From an optimization exercise on the open Yosys and OpenROAD flow, aimed at small area, a short achievable clock period and few clock cycles; shortcuts taken in it are not production practice. RTL that was checked went through simulation tests only; none was proved equivalent to the original. Power and IR drop assume default switching activity.

==> flow/design.v <==
package ccsc_pkg;
  localparam int GEN_W      = 17;
  localparam int GEN_LEN_W  = 5;
  localparam int CFG_W      = 17;
  localparam int CFG_IDX_W  = 2;
  localparam int BYTE_BITS  = 8;
  localparam int DATA_W     = 8;
  localparam int CNT_OUT_W  = 16;
  localparam int LEN_W      = 6;
  localparam logic [GEN_W-1:0]     GEN_BITS_RST = 17'd7;
  localparam logic [GEN_LEN_W-1:0] GEN_LEN_RST  = 5'd3;
  localparam logic                 DW_EIGHT_RST = 1'b0;
  typedef enum logic [CFG_IDX_W-1:0] {
    CFG_GEN_BITS = 2'd0,
    CFG_GEN_LEN  = 2'd1,
    CFG_DW_EIGHT = 2'd2
  } cfg_idx_e;
  typedef struct packed {
    logic [BYTE_BITS-1:0] data_byte;
    logic                 last_byte;
  } in_item_t;
  typedef struct packed {
    logic                 has_codeword;
    logic [DATA_W-1:0]    dataword;
    logic                 codeword_error;
    logic [CNT_OUT_W-1:0] codewords_seen;
    logic [CNT_OUT_W-1:0] errors_seen;
    logic                 final_result;
  } out_item_t;
  typedef struct packed {
    logic [GEN_W-1:0] gen_bits;
    logic [LEN_W-1:0] glen;
    logic [LEN_W-1:0] deg;
    logic [LEN_W-1:0] size;
    logic             dw8;
  } cfg_t;
endpackage
module crc_codeword_stream_checker #(
  parameter int MAX_DEGREE  = 16,
  parameter int COUNT_WIDTH = 16
) (
  input  logic                 clk_i,
  input  logic                 rst_ni,
  input  logic                 push,
  output logic                 full,
  input  logic [8:0]           in_data_i,
  output logic                 empty,
  input  logic                 pop,
  output logic [42:0]          out_data_o,
  input  logic                 cfg_we_i,
  input  logic [1:0]           cfg_index_i,
  input  logic [16:0]          cfg_data_i
);
  logic [15:0] gen_q;
  logic [3:0]  degm1_q;    
  logic        dw8_q;
  logic [3:0]  len_wr;
  always_comb begin
    if (cfg_data_i[4:0] < 5'd2)       len_wr = 4'd0;
    else if (cfg_data_i[4:0] > 5'd17) len_wr = 4'd15;
    else                              len_wr = 4'(cfg_data_i[4:0] - 5'd2);
  end
  always_ff @(posedge clk_i or negedge rst_ni) begin
    if (!rst_ni) begin
      gen_q   <= 16'd7;
      degm1_q <= 4'd1;
      dw8_q   <= 1'b0;
    end else if (cfg_we_i) begin
      case (cfg_index_i)
        2'd0: gen_q   <= cfg_data_i[15:0];
        2'd1: degm1_q <= len_wr;
        2'd2: dw8_q   <= cfg_data_i[0];
        default: ;
      endcase
    end
  end
  logic [4:0]  cw_size;    
  logic [15:0] gen_al_q;   
  always_ff @(posedge clk_i) begin
    cw_size  <= {1'b0, degm1_q} + (dw8_q ? 5'd9 : 5'd5);
    gen_al_q <= gen_q << (4'd15 - degm1_q);
  end
  logic       in_v_q;
  logic [8:0] in_q;
  logic       fin_q;       
  logic       hdr_q;       
  logic [7:0] l_q;         
  logic [3:0] dl_q;        
  logic       dm_q;        
  logic       e2_q;        
  logic [15:0] r_q;        
  logic [7:0] w_q;         
  logic       e_q;         
  logic [7:0]  byte_i;
  logic [7:0]  isd;
  logic        l_big;
  assign byte_i = in_q[8:1];
  assign l_big  = (l_q[7:3] != 5'd0);
  always_comb begin
    for (int t = 0; t < 8; t++) begin
      isd[t] = (dl_q > 4'(t)) ||
               (!l_big && (l_q[2:0] <= 3'(t)) && (dw8_q || {1'b0, l_q[2:0]} + 4'd4 > 4'(t)));
    end
    isd[6] = isd[6] || (!l_big && l_q[2:0] == 3'd1 && cw_size == 5'd5);
    isd[7] = isd[7] || (!l_big && ((l_q[2:0] == 3'd1 && cw_size <= 5'd6) ||
                                   (l_q[2:0] == 3'd2 && cw_size == 5'd5)));
  end
  logic [15:0] r;
  logic [7:0]  fb;
  always_comb begin
    r = r_q;
    for (int t = 0; t < 8; t++) begin
      fb[t] = byte_i[7 - t] ^ r[15];
      r = {r[14:0], 1'b0} ^ ((fb[t] && isd[t]) ? gen_al_q : 16'd0);
    end
  end
  logic        end1;
  logic [7:0]  cur, chk0, chk1;
  logic        err0, err1, e;
  assign end1 = (l_q <= 8'd8);
  always_comb begin
    for (int t = 0; t < 8; t++) cur[t] = (l_q > 8'(t));
  end
  assign chk0 = cur & ~isd;
  assign chk1 = ~cur & ~isd;
  assign err0 = e_q || |(fb & chk0);
  assign err1 = |(fb & chk1);
  assign e    = !end1 ? err0 : (!e2_q ? err1 : 1'b0);
  logic [15:0] wcat;
  logic [7:0]  s_w, b_al, w;
  logic [9:0]  cw0, cw1;
  assign wcat = {w_q, byte_i} << dl_q;
  assign s_w  = wcat[15:8];
  assign b_al = byte_i >> (3'd4 - l_q[2:0]);
  assign w    = (end1 && l_q != 8'd8) ? ((!dw8_q && l_q <= 8'd3 && !e2_q) ? b_al : byte_i) : s_w;
  assign cw0 = (end1 && !dm_q) ? {1'b1, dw8_q ? s_w[7:4] : 4'd0, s_w[3:0], err0}
                               : {1'b1, 4'd0, b_al[3:0], err1};
  assign cw1 = {1'b1, 4'd0, b_al[3:0], err1};
  logic [5:0]  s2, s3;
  logic        e1_n, e2_n;
  logic [7:0]  l_n;
  logic [3:0]  dl_n;
  logic        dm_n;
  assign s2 = {2'd0, l_q[3:0]} + {1'b0, cw_size};
  assign s3 = s2 + {1'b0, cw_size};
  always_comb begin
    if (!hdr_q) begin
      if (byte_i == 8'd0) begin
        l_n  = {3'd0, cw_size};
        dl_n = dw8_q ? 4'd8 : 4'd4;
        dm_n = 1'b0;
      end else begin
        l_n  = byte_i;
        dl_n = 4'd0;
        dm_n = 1'b1;
      end
      e1_n = (byte_i == 8'd0) ? (cw_size <= 5'd8) : (byte_i <= 8'd8);
      e2_n = (byte_i != 8'd0) && (byte_i[7:3] == 5'd0) && ({3'd0, byte_i[2:0]} + cw_size <= 5'd8);
    end else if (!end1) begin
      l_n  = l_q - 8'd8;
      dl_n = 4'd0;
      dm_n = dm_q;
      e1_n = (l_q <= 8'd16);
      e2_n = (l_q[7:4] == 4'd0) && (s2 <= 6'd16);
    end else if (!e2_q) begin
      l_n  = {2'd0, s2 - 6'd8};
      dl_n = dw8_q ? l_q[3:0] : ((l_q[3:0] > 4'd4) ? l_q[3:0] - 4'd4 : 4'd0);
      dm_n = 1'b0;
      e1_n = (s2 <= 6'd16);
      e2_n = (s3 <= 6'd16);
    end else begin
      l_n  = {2'd0, s3 - 6'd8};
      dl_n = 4'(s2 - 6'd4);
      dm_n = 1'b0;
      e1_n = !(cw_size == 5'd7 && l_q[1:0] == 2'd3);
      e2_n = (cw_size == 5'd5) && (l_q[1:0] <= 2'd1);
    end
  end
  logic       v0_q, v1_q;   
  logic       pa_q;
  logic       full_q;       
  logic [1:0] kb;           
  logic       proc, fin_emit, accept;
  logic [1:0] k;
  logic [9:0] nw0, nw1;
  assign proc     = in_v_q && pa_q;
  assign full     = full_q;
  assign accept   = push && !full;
  assign fin_emit = fin_q && !v1_q;
  assign k   = fin_emit ? 2'd1 : (proc ? kb : 2'd0);
  assign nw0 = fin_emit ? 10'd0 : cw0;
  assign nw1 = cw1;
  logic       in_v_n, hdr_n, fin_n;
  logic [1:0] kb_n;
  assign in_v_n = accept || (in_v_q && !proc);
  assign hdr_n  = proc ? !in_q[0] : hdr_q;
  assign fin_n  = (fin_q && !fin_emit) || (proc && in_q[0]);
  assign kb     = !hdr_q ? 2'd0 : ({1'b0, end1 && !dm_q} + {1'b0, e2_q});
  assign kb_n   = !hdr_n ? 2'd0 : (proc ? ({1'b0, e1_n && !dm_n} + {1'b0, e2_n}) : kb);
  always_ff @(posedge clk_i or negedge rst_ni) begin
    if (!rst_ni) begin
      in_v_q <= 1'b0;
      fin_q  <= 1'b0;
      hdr_q  <= 1'b0;
    end else begin
      in_v_q <= in_v_n;
      fin_q  <= fin_n;
      hdr_q  <= hdr_n;
    end
  end
  always_ff @(posedge clk_i) begin
    if (accept) in_q <= in_data_i;
  end
  always_ff @(posedge clk_i) begin
    if (proc) begin
      l_q   <= l_n;
      dl_q  <= dl_n;
      dm_q  <= dm_n;
      e2_q  <= e2_n;
      if (!hdr_q) begin
        r_q <= '0;
        e_q <= 1'b0;
      end else begin
        r_q <= r;
        w_q <= w;
        e_q <= e;
      end
    end
  end
  logic [9:0]  q0_q, q1_q, nh;
  logic        ld, lastfin_q;
  logic [15:0] tot_q, err_q, tot_b, err_b, tot_i, err_i;
  logic        v0_a, v1_a, v0_b, v1_b, pa_a, pa_b, pp;
  logic        em_q;      
  assign nh = (v0_q && v1_q) ? q1_q : nw0;
  assign ld = (v0_q && v1_q) || (k != 2'd0);
  assign pp = pop && v0_q;
  assign v0_a = ld;
  assign v1_a = v1_q && (k != 2'd0);
  assign v0_b = v0_q || (k != 2'd0);
  assign v1_b = v0_q ? (v1_q || (k != 2'd0)) : (k == 2'd2);
  assign pa_a = (!fin_n || !v1_a) && (kb_n == 2'd0 || (kb_n == 2'd1 && !v1_a) || !v0_a);
  assign pa_b = (!fin_n || !v1_b) && (kb_n == 2'd0 || (kb_n == 2'd1 && !v1_b) || !v0_b);
  always_ff @(posedge clk_i or negedge rst_ni) begin
    if (!rst_ni) begin
      v0_q   <= 1'b0;
      em_q   <= 1'b1;
      v1_q   <= 1'b0;
      pa_q   <= 1'b1;
      full_q <= 1'b0;
    end else begin
      full_q <= in_v_n && !(pp ? pa_a : pa_b);
      v0_q <= pp ? v0_a : v0_b;
      em_q <= pp ? !v0_a : !v0_b;
      v1_q <= pp ? v1_a : v1_b;
      pa_q <= pp ? pa_a : pa_b;
    end
  end
  always_ff @(posedge clk_i) begin
    if (!v0_q || pop) q0_q <= nh;
    if (!v0_q || !v1_q || pop) q1_q <= v0_q ? nw0 : nw1;
  end
  assign tot_b = tot_q & {16{!lastfin_q}};
  assign err_b = err_q & {16{!lastfin_q}};
  assign tot_i = (&tot_b) ? tot_b : tot_b + 16'd1;
  assign err_i = (&err_b) ? err_b : err_b + 16'd1;
  always_ff @(posedge clk_i or negedge rst_ni) begin
    if (!rst_ni)                       lastfin_q <= 1'b1;
    else if ((!v0_q || pop) && ld)     lastfin_q <= !nh[9];
  end
  always_ff @(posedge clk_i) begin
    if ((!v0_q || pop) && ld) begin
      tot_q <= nh[9] ? tot_i : tot_b;
      err_q <= (nh[9] && nh[0]) ? err_i : err_b;
    end
  end
  assign empty      = em_q;
  assign out_data_o = {q0_q, tot_q, err_q, !q0_q[9]};
endmodule
export LEC_CHECK = 0
export CAP_MARGIN = 20
export CORE_MARGIN = 2
export CORE_UTILIZATION = 65
export CTS_BUF_LIST = sky130_fd_sc_hd__clkbuf_8
export SLEW_MARGIN = 20
create_clock -name core_clock -period 22.0 [get_ports {clk_i}]
standard.sh (not shown) runs the stock make flow with config.mk's settings and CLKGATE_MAP_FILE= SYNTH_SCRIPT=/design/flow/synth_recipe.tcl, a recipe that flattens the netlist after the stock synthesis.
==> flow/flow/run.sh <==
#!/bin/bash
# Standard layout, with plain buffers (instead of delay cells) on the ports, and timing
# repair asked for a little more setup slack than the period needs.
export BUFFER_PORTS_ARGS="-buffer_cell sky130_fd_sc_hd__buf_2"
export SETUP_SLACK_MARGIN=16.45
bash standard.sh > standard.log 2>&1
The first run completed with no timing, DRC or antenna violations.
Testbench counts at the start, summed over its fixed seeds: cycles 6,315.
Edit:
--- a/flow/design.v
+++ b/flow/design.v
@@ -76,9 +76,9 @@
   end
   logic [4:0]  cw_size;    
   logic [15:0] gen_al_q;   
+  assign gen_al_q = gen_q << (4'd15 - degm1_q);
   always_ff @(posedge clk_i) begin
     cw_size  <= {1'b0, degm1_q} + (dw8_q ? 5'd9 : 5'd5);
-    gen_al_q <= gen_q << (4'd15 - degm1_q);
   end
   logic       in_v_q;
   logic [8:0] in_q;
Effect:
- The new run finished clean
- maximum frequency fell by a few percent
- power rose by a little under a tenth
- setup slack got worse by 290 ps
- routed wire length rose by a few percent
- clock-buffer cell count fell by 1
- die area fell slightly
- clock skew hardly moves
- final cell count barely changes
- global-route usage rose by 2.7 points
- sequential power fell by roughly a tenth
- design area rose by a few percent
Only the layout flow was run in the second run of this note; the RTL was not checked for function there.

==> separate check: timing with driven ports <==
The results above use ideal ports. As a check the final layouts listed here were re-extracted and re-timed, cells and wires unchanged.
Step 1 (the two cells are an assumption about what drives the block):
set clk [get_ports {clk_i}]
set_driving_cell -lib_cell sky130_fd_sc_hd__clkbuf_16 $clk
set_driving_cell -lib_cell sky130_fd_sc_hd__buf_2 [delete_from_list [all_inputs] $clk]
Step 2 times the ports against the registers' clock, not the clock port: input delays grow and output delays shrink by t, the midpoint of the rising clock arrivals with the driver on.
a / b / c = ideal ports / drivers / drivers and shift; a / b = the first two.
run | t (ns) | setup slack, ns | worst hold slack (ns) | worst setup path after step 2 | pins driven straight from the clock port
the first run | 0.496 | 16.492 / 16.452 / 16.181 | 0.518 / 0.518 / 0.518 | input to register | 1
the second run | 0.504 | 16.198 / 16.198 / 16.177 | 0.518 / 0.518 / 0.518 | input to register | 1
After both steps setup and hold are still met in every run listed. The setup slack of the first run, which loses most, moves by -0.040 ns with the drivers and by -0.311 ns with both steps.
